Background: an optimization exercise with open tools, aiming at small area, a short achievable clock period and few clock cycles. Do not read the settings as production practice.
At most, simulation tests tie the RTL to the original design; equivalence was not proved.
The clock port is modelled as an ideal driver; clocking choices that lean on that would not hold on a real chip.
Power and IR drop assume default switching activity.

## red
Design w21_col_mac_seq, start of the top module:
module w21_col_mac_seq (
    input  logic                    clk,
    input  logic                    rst,
    input  logic                    start,
    output logic [ADDR_W-1:0]       adrs_clm,
    input  logic signed [D_W-1:0]   w_in,
    input  logic signed [D_W-1:0]   x_in,
    output logic                    busy,
    output logic                    done,
    output logic signed [D_W-1:0]   result
);
Size: about 1500 cells after synthesis, about 77 I/O pins, about 0.016 mm2 of cells after synthesis.
export LEC_CHECK = 0
export ABC_CLOCK_PERIOD_IN_PS = 3000
export CAP_MARGIN = 20
export CORE_MARGIN = 2
export CORE_UTILIZATION = 40
export SLEW_MARGIN = 20
export SYNTH_HIERARCHICAL = 1
create_clock -name core_clock -period 9.0 [get_ports {clk}]
standard.sh (not shown) runs the stock make flow with config.mk's settings and CLKGATE_MAP_FILE= SYNTH_SCRIPT=/design/flow/synth_recipe.tcl, a recipe that flattens the netlist after the stock synthesis.
==> flow/flow/run.sh <==
#!/bin/bash
set -euo pipefail
MARGIN=$(cat flow/margin.txt)
bash standard.sh "SETUP_SLACK_MARGIN=${MARGIN}" \
  "BUFFER_PORTS_ARGS=-buffer_cell sky130_fd_sc_hd__buf_1" finish > flow_make.log 2>&1
test -s out/final.def
==> flow/flow/margin.txt <==
5.7
Testbench counts of red, summed over its fixed seeds: cycles 14,504.
> inputs changed (red -> blue)
==> flow/flow/margin.txt <==
5.5
==> run notes <==
- Going from red to blue, detailed-routing iteration count for the pre-antenna-repair pass climbed 2; slew of the pin with the lowest slew margin barely changed; maximum frequency barely changed; power after layout dropped 5.4%.
- Of blue and red, red shows the higher smallest setup slack after layout, with blue below it.
- Changes observed in blue relative to red: routed wire length moved down; final standard cell count with taps included and fillers excluded moved down.

* * *

north:
Starting RTL as in the previous note.
clock: 9.0 ns
lec_check: 0
abc_clock_period_in_ps: 3000
cap_margin: 20
core_margin: 2
core_utilization: 45
slew_margin: 20
synth_hierarchical: 1
==> flow/flow/run.sh <==
#!/bin/bash
# Layout flow: the standard ORFS layout (standard.sh, standard synthesis unchanged) with
#  - the port buffers made with the smallest plain buffer,
#  - after clock-tree synthesis, useful skew for the register-to-register paths through
#    the multiplier tree (flow/early_clock.tcl): the registers that launch the partial
#    products clocked from buffers of their own on the clock port, and the accumulator
#    and result registers from a buffer below their clock-tree leaf.
# Every make step writes its own log under orfs/logs/; make's output goes to flow_make*.log,
# the skew step's to early_clock.log, all in this folder.
set -euo pipefail
MARGIN=$(cat flow/margin.txt)
KNOBS=("SETUP_SLACK_MARGIN=${MARGIN}" "BUFFER_PORTS_ARGS=-buffer_cell sky130_fd_sc_hd__buf_1")
bash standard.sh "${KNOBS[@]}" cts > flow_make_cts.log 2>&1
RES=orfs/results/${FLOW_PLATFORM}/w21_col_mac_seq/base
CTS_ODB=$PWD/$RES/4_cts.odb \
LIB_FILE=${FLOW_HOME}/platforms/${FLOW_PLATFORM}/lib/sky130_fd_sc_hd__tt_025C_1v80.lib \
EARLY_BUFS=$(cat flow/early_bufs.txt) EARLY_CELL=sky130_fd_sc_hd__clkbuf_16 \
LATE_CELL=$(cat flow/late_cell.txt) \
  openroad -no_init -exit flow/early_clock.tcl > early_clock.log 2>&1
touch $RES/4_cts.sdc
bash standard.sh "${KNOBS[@]}" finish > flow_make.log 2>&1
test -s out/final.def
==> flow/flow/margin.txt <==
5.5
Other scripts of this flow, unchanged in this note and not shown: flow/flow/early_bufs.txt, flow/flow/early_clock.tcl, flow/flow/late_cell.txt
north finished every stage and its layout cleared the timing, design-rule and antenna checks.
Testbench counts of north, summed over its fixed seeds: cycles 14,504.
Changes in south relative to north:
Settings: swapping 45 for 40 in CORE_UTILIZATION.
==> flow/flow/margin.txt <==
5.4
Results
south: done, clean on timing, DRC and antenna. south vs north: die area up by more than 10%. Met1 track demand over resource in global routing in south vs north: down 4.1 points. south and north ended up with nearly the same switching share of total power. Summary of south over north: hold slack has increased, routed wire length has increased, part of the total power dissipated in the clock network has decreased.

* * *

maple:
w21_col_mac_seq, a different RTL version from the one above (not shown whole).
Size: roughly 1500 cells after synthesis, ~77 I/O pins.
export LEC_CHECK = 0
export ABC_CLOCK_PERIOD_IN_PS = 3000
export CAP_MARGIN = 20
export CORE_MARGIN = 2
export CORE_UTILIZATION = 40
export CTS_BUF_LIST = sky130_fd_sc_hd__clkbuf_8
export SLEW_MARGIN = 20
export SYNTH_HIERARCHICAL = 1
create_clock -name core_clock -period 9.0 [get_ports {clk}]
==> flow/flow/run.sh <==
#!/bin/bash
set -euo pipefail
MARGIN=$(cat flow/margin.txt)
bash standard.sh "SETUP_SLACK_MARGIN=${MARGIN}" \
  "BUFFER_PORTS_ARGS=-buffer_cell sky130_fd_sc_hd__buf_1" finish > flow_make.log 2>&1
test -s out/final.def
==> flow/flow/margin.txt <==
5.6
maple went all the way through the flow, and no timing, DRC or antenna check failed.
### maple -> oak
- CTS_BUF_LIST no longer set, was sky130_fd_sc_hd__clkbuf_8
==> flow/flow/margin.txt <==
5.4
Notes after the runs:
Lower clock-buffer cell count among maple and oak: maple. The register-to-register slack of oak is lower than that of maple. Post-route worst setup slack: oak lower than maple. Routed wire in oak totals less than in maple. Of maple and oak, maple shows the lower shortest period the worst path allows, with oak above it. Looking at met3 routing resource usage after global routing, oak sits below maple. When the final numbers for maple and oak were put side by side, the smallest hold slack turned out to be smaller in oak.
No functional check of the RTL was part of any run of this note.

* * *

w21_col_mac_seq with an RTL version that a note above also has.
For scale: ~1,500 cells after synthesis, ~77 I/O pins.
export LEC_CHECK = 0
export ABC_CLOCK_PERIOD_IN_PS = 3000
export CAP_MARGIN = 20
export CORE_MARGIN = 2
export CORE_UTILIZATION = 40
export SLEW_MARGIN = 20
export SYNTH_HIERARCHICAL = 1
create_clock -name core_clock -period 9.0 [get_ports {clk}]
==> flow/flow/run.sh <==
#!/bin/bash
# Layout flow: the standard ORFS layout (standard.sh, standard synthesis unchanged) with
#  - the port buffers made with the smallest plain buffer,
#  - after clock-tree synthesis, useful skew for the register-to-register paths through
#    the multiplier tree (flow/early_clock.tcl): the registers that launch the partial
#    products clocked from buffers of their own on the clock port, and the accumulator
#    and result registers from a buffer below their clock-tree leaf.
# Every make step writes its own log under orfs/logs/; make's output goes to flow_make*.log,
# the skew step's to early_clock.log, all in this folder.
set -euo pipefail
MARGIN=$(cat flow/margin.txt)
KNOBS=("SETUP_SLACK_MARGIN=${MARGIN}" "BUFFER_PORTS_ARGS=-buffer_cell sky130_fd_sc_hd__buf_1")
bash standard.sh "${KNOBS[@]}" cts > flow_make_cts.log 2>&1
RES=orfs/results/${FLOW_PLATFORM}/w21_col_mac_seq/base
CTS_ODB=$PWD/$RES/4_cts.odb \
LIB_FILE=${FLOW_HOME}/platforms/${FLOW_PLATFORM}/lib/sky130_fd_sc_hd__tt_025C_1v80.lib \
EARLY_BUFS=$(cat flow/early_bufs.txt) EARLY_CELL=sky130_fd_sc_hd__clkbuf_16 \
LATE_CELL=$(cat flow/late_cell.txt) \
  openroad -no_init -exit flow/early_clock.tcl > early_clock.log 2>&1
touch $RES/4_cts.sdc
bash standard.sh "${KNOBS[@]}" finish > flow_make.log 2>&1
test -s out/final.def
==> flow/flow/late_cell.txt <==
none
==> flow/flow/margin.txt <==
5.5
Other scripts of this flow, unchanged in this note and not shown: flow/flow/early_bufs.txt, flow/flow/early_clock.tcl
Testbench counts at the start, summed over its fixed seeds: cycles 14,504.
Rerun with:
==> flow/flow/margin.txt (replaced) <==
5.6
After rerunning: Combinational power rose slightly. Setup slack gets worse by 0.0032 ns. Final cell count rose slightly. Cell area grows by a few percent. Area after synthesis stays the same. Routed wire length rose by a few percent. Worst hold slack gets better by 0.0036 ns. Register-to-register slack gains 0.11 ns.
Rerun with:
==> flow/flow/margin.txt (replaced) <==
5.7
Outcome: The new run completed with no timing, DRC or antenna violations; register-to-register slack loses 0.04 ns; sequential power stays flat; global-route usage grows by 0.50 points.
Rerun with:
==> flow/flow/late_cell.txt (replaced) <==
sky130_fd_sc_hd__clkbuf_8
==> flow/flow/margin.txt (replaced) <==
5.6
After rerunning: Critical path depth does not change; worst setup slack gets worse by 0.045 ns; via count is lower by a few percent; cell count decreases slightly; clock power went up by about a fifth; count of clock-buffer cells in the layout does not change.

* * *

run 1:
w21_col_mac_seq again, from the RTL that the note above started with.
export LEC_CHECK = 0
export ABC_CLOCK_PERIOD_IN_PS = 3000
export CAP_MARGIN = 20
export CORE_MARGIN = 2
export CORE_UTILIZATION = 55
export SLEW_MARGIN = 20
export SYNTH_HIERARCHICAL = 1
create_clock -name core_clock -period 9.0 [get_ports {clk}]
==> flow/flow/run.sh <==
#!/bin/bash
set -euo pipefail
MARGIN=$(cat flow/margin.txt)
bash standard.sh "SETUP_SLACK_MARGIN=${MARGIN}" \
  "BUFFER_PORTS_ARGS=-buffer_cell sky130_fd_sc_hd__buf_1" finish > flow_make.log 2>&1
test -s out/final.def
==> flow/flow/margin.txt <==
5.4
The flow did not stop early for run 1: all stages ran, and the layout cleared the timing, design-rule and antenna checks.
Testbench counts of run 1, summed over its fixed seeds: cycles 14,504.
Changes in run 2 relative to run 1:
- changing CORE_UTILIZATION from 55 to 40
- setting SETUP_SLACK_MARGIN to 5 for the first time
==> flow/run.sh (new file) <==
#!/bin/bash
# synth_recipe.tcl (not shown) runs the flow's synth.tcl, then flattens the netlist and writes it again
# the make line also repeats each setting of config.mk as NAME=value (left out here)
make -C /OpenROAD-flow-scripts/flow DESIGN_CONFIG=/design/flow/config.mk WORK_HOME=/design/flow/orfs CLKGATE_MAP_FILE= SYNTH_SCRIPT=/design/flow/synth_recipe.tcl finish
removed: flow/flow/run.sh
removed: flow/flow/margin.txt
removed: flow/standard.sh
==> run notes <==
Run 2 reached the final stage; the timing, design-rule and antenna checks on its layout passed.
Going from run 1 to run 2, floorplan die area rose by 11000 µm²; worst setup slack shrank by 0.39 ns; setup fix buffers added after clock tree synthesis went down 4.
Reported for run 1 and run 2, critical path depth turned out identical to the last digit.
Diff run 1 -> run 2 | cell count | increase of 132
In the metrics for run 1 and run 2, the one carrying the lower sequential cell area is run 2.
Comparing run 1 and run 2, the higher sequential share of cell area was measured on run 1.
Edits applied to the flow inputs when going from run 2 to run 3:
- a deleted SETUP_SLACK_MARGIN that had been 5
==> flow/flow/run.sh (new file) <==
#!/bin/bash
set -euo pipefail
MARGIN=$(cat flow/margin.txt)
bash standard.sh "SETUP_SLACK_MARGIN=${MARGIN}" \
  "BUFFER_PORTS_ARGS=-buffer_cell sky130_fd_sc_hd__buf_1" finish > flow_make.log 2>&1
test -s out/final.def
==> flow/flow/margin.txt (new file) <==
5.4
==> flow/standard.sh (new file) <==
#!/bin/bash
# synth_recipe.tcl (not shown) runs the flow's synth.tcl, then flattens the netlist and writes it again
# the make line also repeats each setting of config.mk as NAME=value (left out here)
make -C /OpenROAD-flow-scripts/flow DESIGN_CONFIG=/design/flow/config.mk WORK_HOME=/design/flow/orfs CLKGATE_MAP_FILE= SYNTH_SCRIPT=/design/flow/synth_recipe.tcl "${@:-finish}"
removed: flow/run.sh
==> comparison <==
Run 3 finished every stage and its layout cleared the timing, design-rule and antenna checks.
Aggregate routed wire length was higher in run 3 than in run 2.
Run 3 ended up with u_mac.acc_b[19]$_DFF_P_ as its end of the critical path; run 2 ended up with u_mac.acc_b[22]$_DFF_P_.
In the tables for run 2 and run 3, fraction of cell area in non-clock buffers reads lower with run 3.
Between run 3 and run 2, the total combinational power figures differ only marginally.
On worst hold slack, run 2 and run 3 are neck and neck.

* * *

Starting RTL as in the previous note.
// w21_col_mac_seq
module w21_col_mac_seq (
    input  logic                    clk,
    input  logic                    rst,
    input  logic                    start,
    output logic [ADDR_W-1:0]       adrs_clm,
    input  logic signed [D_W-1:0]   w_in,
    input  logic signed [D_W-1:0]   x_in,
    output logic                    busy,
    output logic                    done,
    output logic signed [D_W-1:0]   result
);
    localparam logic [ADDR_W-1:0] LAST_ADDR = ADDR_W'(N_IN - 1);
    logic [ADDR_W-1:0] addr;
    logic              run;       
    logic              first;     
    logic              last;      
    logic              fin;       
    logic              accept;
    assign accept   = start && !busy;
    assign busy     = run || last || fin;
    assign adrs_clm = addr;
    always_ff @(posedge clk or posedge rst) begin
        if (rst) begin
            addr  <= '0;
            run   <= 1'b0;
            first <= 1'b0;
            last  <= 1'b0;
            fin   <= 1'b0;
            done  <= 1'b0;
        end else begin
            first <= accept;
            last  <= run && (addr == LAST_ADDR);
            fin   <= last;
            done  <= fin;
            if (accept) begin
  ...
clock: 9.0 ns
lec_check: 0
abc_clock_period_in_ps: 3000
cap_margin: 5
core_margin: 2
core_utilization: 40
slew_margin: 5
synth_hierarchical: 1
==> flow/flow/run.sh <==
#!/bin/bash
# Layout flow: the standard ORFS layout (standard.sh, standard synthesis unchanged) with
#  - the port buffers made with the smallest plain buffer,
#  - after clock-tree synthesis, useful skew for the register-to-register paths through
#    the multiplier tree (flow/early_clock.tcl): the registers that launch the partial
#    products clocked from buffers of their own on the clock port, and the accumulator
#    and result registers from a buffer below their clock-tree leaf.
# Every make step writes its own log under orfs/logs/; make's output goes to flow_make*.log,
# the skew step's to early_clock.log, all in this folder.
set -euo pipefail
MARGIN=$(cat flow/margin.txt)
KNOBS=("SETUP_SLACK_MARGIN=${MARGIN}" "BUFFER_PORTS_ARGS=-buffer_cell sky130_fd_sc_hd__buf_1")
bash standard.sh "${KNOBS[@]}" cts > flow_make_cts.log 2>&1
RES=orfs/results/${FLOW_PLATFORM}/w21_col_mac_seq/base
CTS_ODB=$PWD/$RES/4_cts.odb \
LIB_FILE=${FLOW_HOME}/platforms/${FLOW_PLATFORM}/lib/sky130_fd_sc_hd__tt_025C_1v80.lib \
EARLY_BUFS=$(cat flow/early_bufs.txt) EARLY_CELL=sky130_fd_sc_hd__clkbuf_16 \
LATE_CELL=$(cat flow/late_cell.txt) \
  openroad -no_init -exit flow/early_clock.tcl > early_clock.log 2>&1
touch $RES/4_cts.sdc
bash standard.sh "${KNOBS[@]}" finish > flow_make.log 2>&1
test -s out/final.def
Other scripts of this flow, unchanged in this note and not shown: flow/flow/early_bufs.txt, flow/flow/early_clock.tcl, flow/flow/late_cell.txt, flow/flow/margin.txt
Testbench counts at the start, summed over its fixed seeds: cycles 14,504.
==> next run, changes <==
- CAP_MARGIN: 5 -> 20
- CTS_CLUSTER_DIAMETER: unset -> 100
- CTS_CLUSTER_SIZE: unset -> 30
- SLEW_MARGIN: 5 -> 20
What happened: Setup slack stays the same; critical path depth does not change; cell area is unchanged; utilization stays the same; sequential cell count is unchanged; synthesized area does not change.
==> next run, changes <==
- CORE_UTILIZATION: 40 -> 55
- CTS_CLUSTER_DIAMETER: 100 -> unset
- CTS_CLUSTER_SIZE: 30 -> unset
Effect: The new run ran to the end with no violations. Non-clock buffer count goes up by 4. Setup slack loses 0.061 ns. Global-route usage goes up by 8.5 points. Sequential cell count does not change.

what the ideal ports hide:
No port has a modelled driver above. Below, the same layouts with a new extraction and two added sets of constraints.
Step 1 (the two cells are an assumption about what drives the block):
set clk [get_ports {clk}]
set_driving_cell -lib_cell sky130_fd_sc_hd__clkbuf_16 $clk
set_driving_cell -lib_cell sky130_fd_sc_hd__buf_2 [delete_from_list [all_inputs] $clk]
Step 2, shift: input delay + t, output delay - t, t = (earliest + latest rising clock arrival at the registers) / 2. This alone moves slack from input paths to output paths.
a / b / c = ideal / step 1 / step 2; a / b = the first two.
run | t, ns | setup WS [ns] | worst setup path after step 2 | clock arrival spread, ns | worst register clock-pin slew, ns | worst data-port slew with drivers (ns)
red | 0.514 | 5.528 / 5.528 / 5.528 | register to register | 0.016 / 0.016 | 0.08 / 0.08 | 0.04
blue | 0.510 | 5.521 / 5.521 / 5.521 | register to register | 0.014 / 0.014 | 0.08 / 0.08 | 0.06
north | 0.394 | 5.705 / 5.609 / 5.727 | register to register | 0.331 / 0.330 | 0.10 / 0.10 | 0.07
south | 0.395 | 5.615 / 5.615 / 5.615 | register to register | 0.319 / 0.319 | 0.09 / 0.09 | 0.06
maple | 0.559 | 5.521 / 5.521 / 5.521 | register to register | 0.024 / 0.024 | 0.11 / 0.11 | 0.07
oak | 0.504 | 5.458 / 5.458 / 5.458 | register to register | 0.012 / 0.012 | 0.08 / 0.08 | 0.08
the first run of note 4 | 0.392 | 5.730 / 5.633 / 5.739 | register to register | 0.316 / 0.316 | 0.09 / 0.09 | 0.06
the second run of note 4 | 0.397 | 5.727 / 5.627 / 5.848 | register to register | 0.317 / 0.318 | 0.09 / 0.09 | 0.06
the third run of note 4 | 0.388 | 5.774 / 5.679 / 5.807 | register to register | 0.330 / 0.330 | 0.09 / 0.09 | 0.04
the fourth run of note 4 | 0.465 | 5.730 / 5.628 / 5.891 | register to register | 0.452 / 0.451 | 0.09 / 0.09 | 0.06
run 1 | 0.506 | 5.482 / 5.482 / 5.482 | register to register | 0.013 / 0.013 | 0.08 / 0.08 | 0.05
run 2 | 0.522 | 5.097 / 5.097 / 5.097 | register to register | 0.016 / 0.016 | 0.09 / 0.09 | 0.04
run 3 | 0.510 | 5.486 / 5.486 / 5.486 | register to register | 0.013 / 0.013 | 0.08 / 0.08 | 0.06
the first run of note 6 | 0.392 | 5.730 / 5.633 / 5.739 | register to register | 0.316 / 0.316 | 0.09 / 0.09 | 0.06
the second run of note 6 | 0.392 | 5.730 / 5.633 / 5.739 | register to register | 0.316 / 0.316 | 0.09 / 0.09 | 0.06
the third run of note 6 | 0.386 | 5.670 / 5.633 / 5.670 | register to register | 0.353 / 0.353 | 0.12 / 0.12 | 0.05
Clock arrivals are far apart in 9 of these runs, so t is only a midpoint there and step 2 fits no single register.
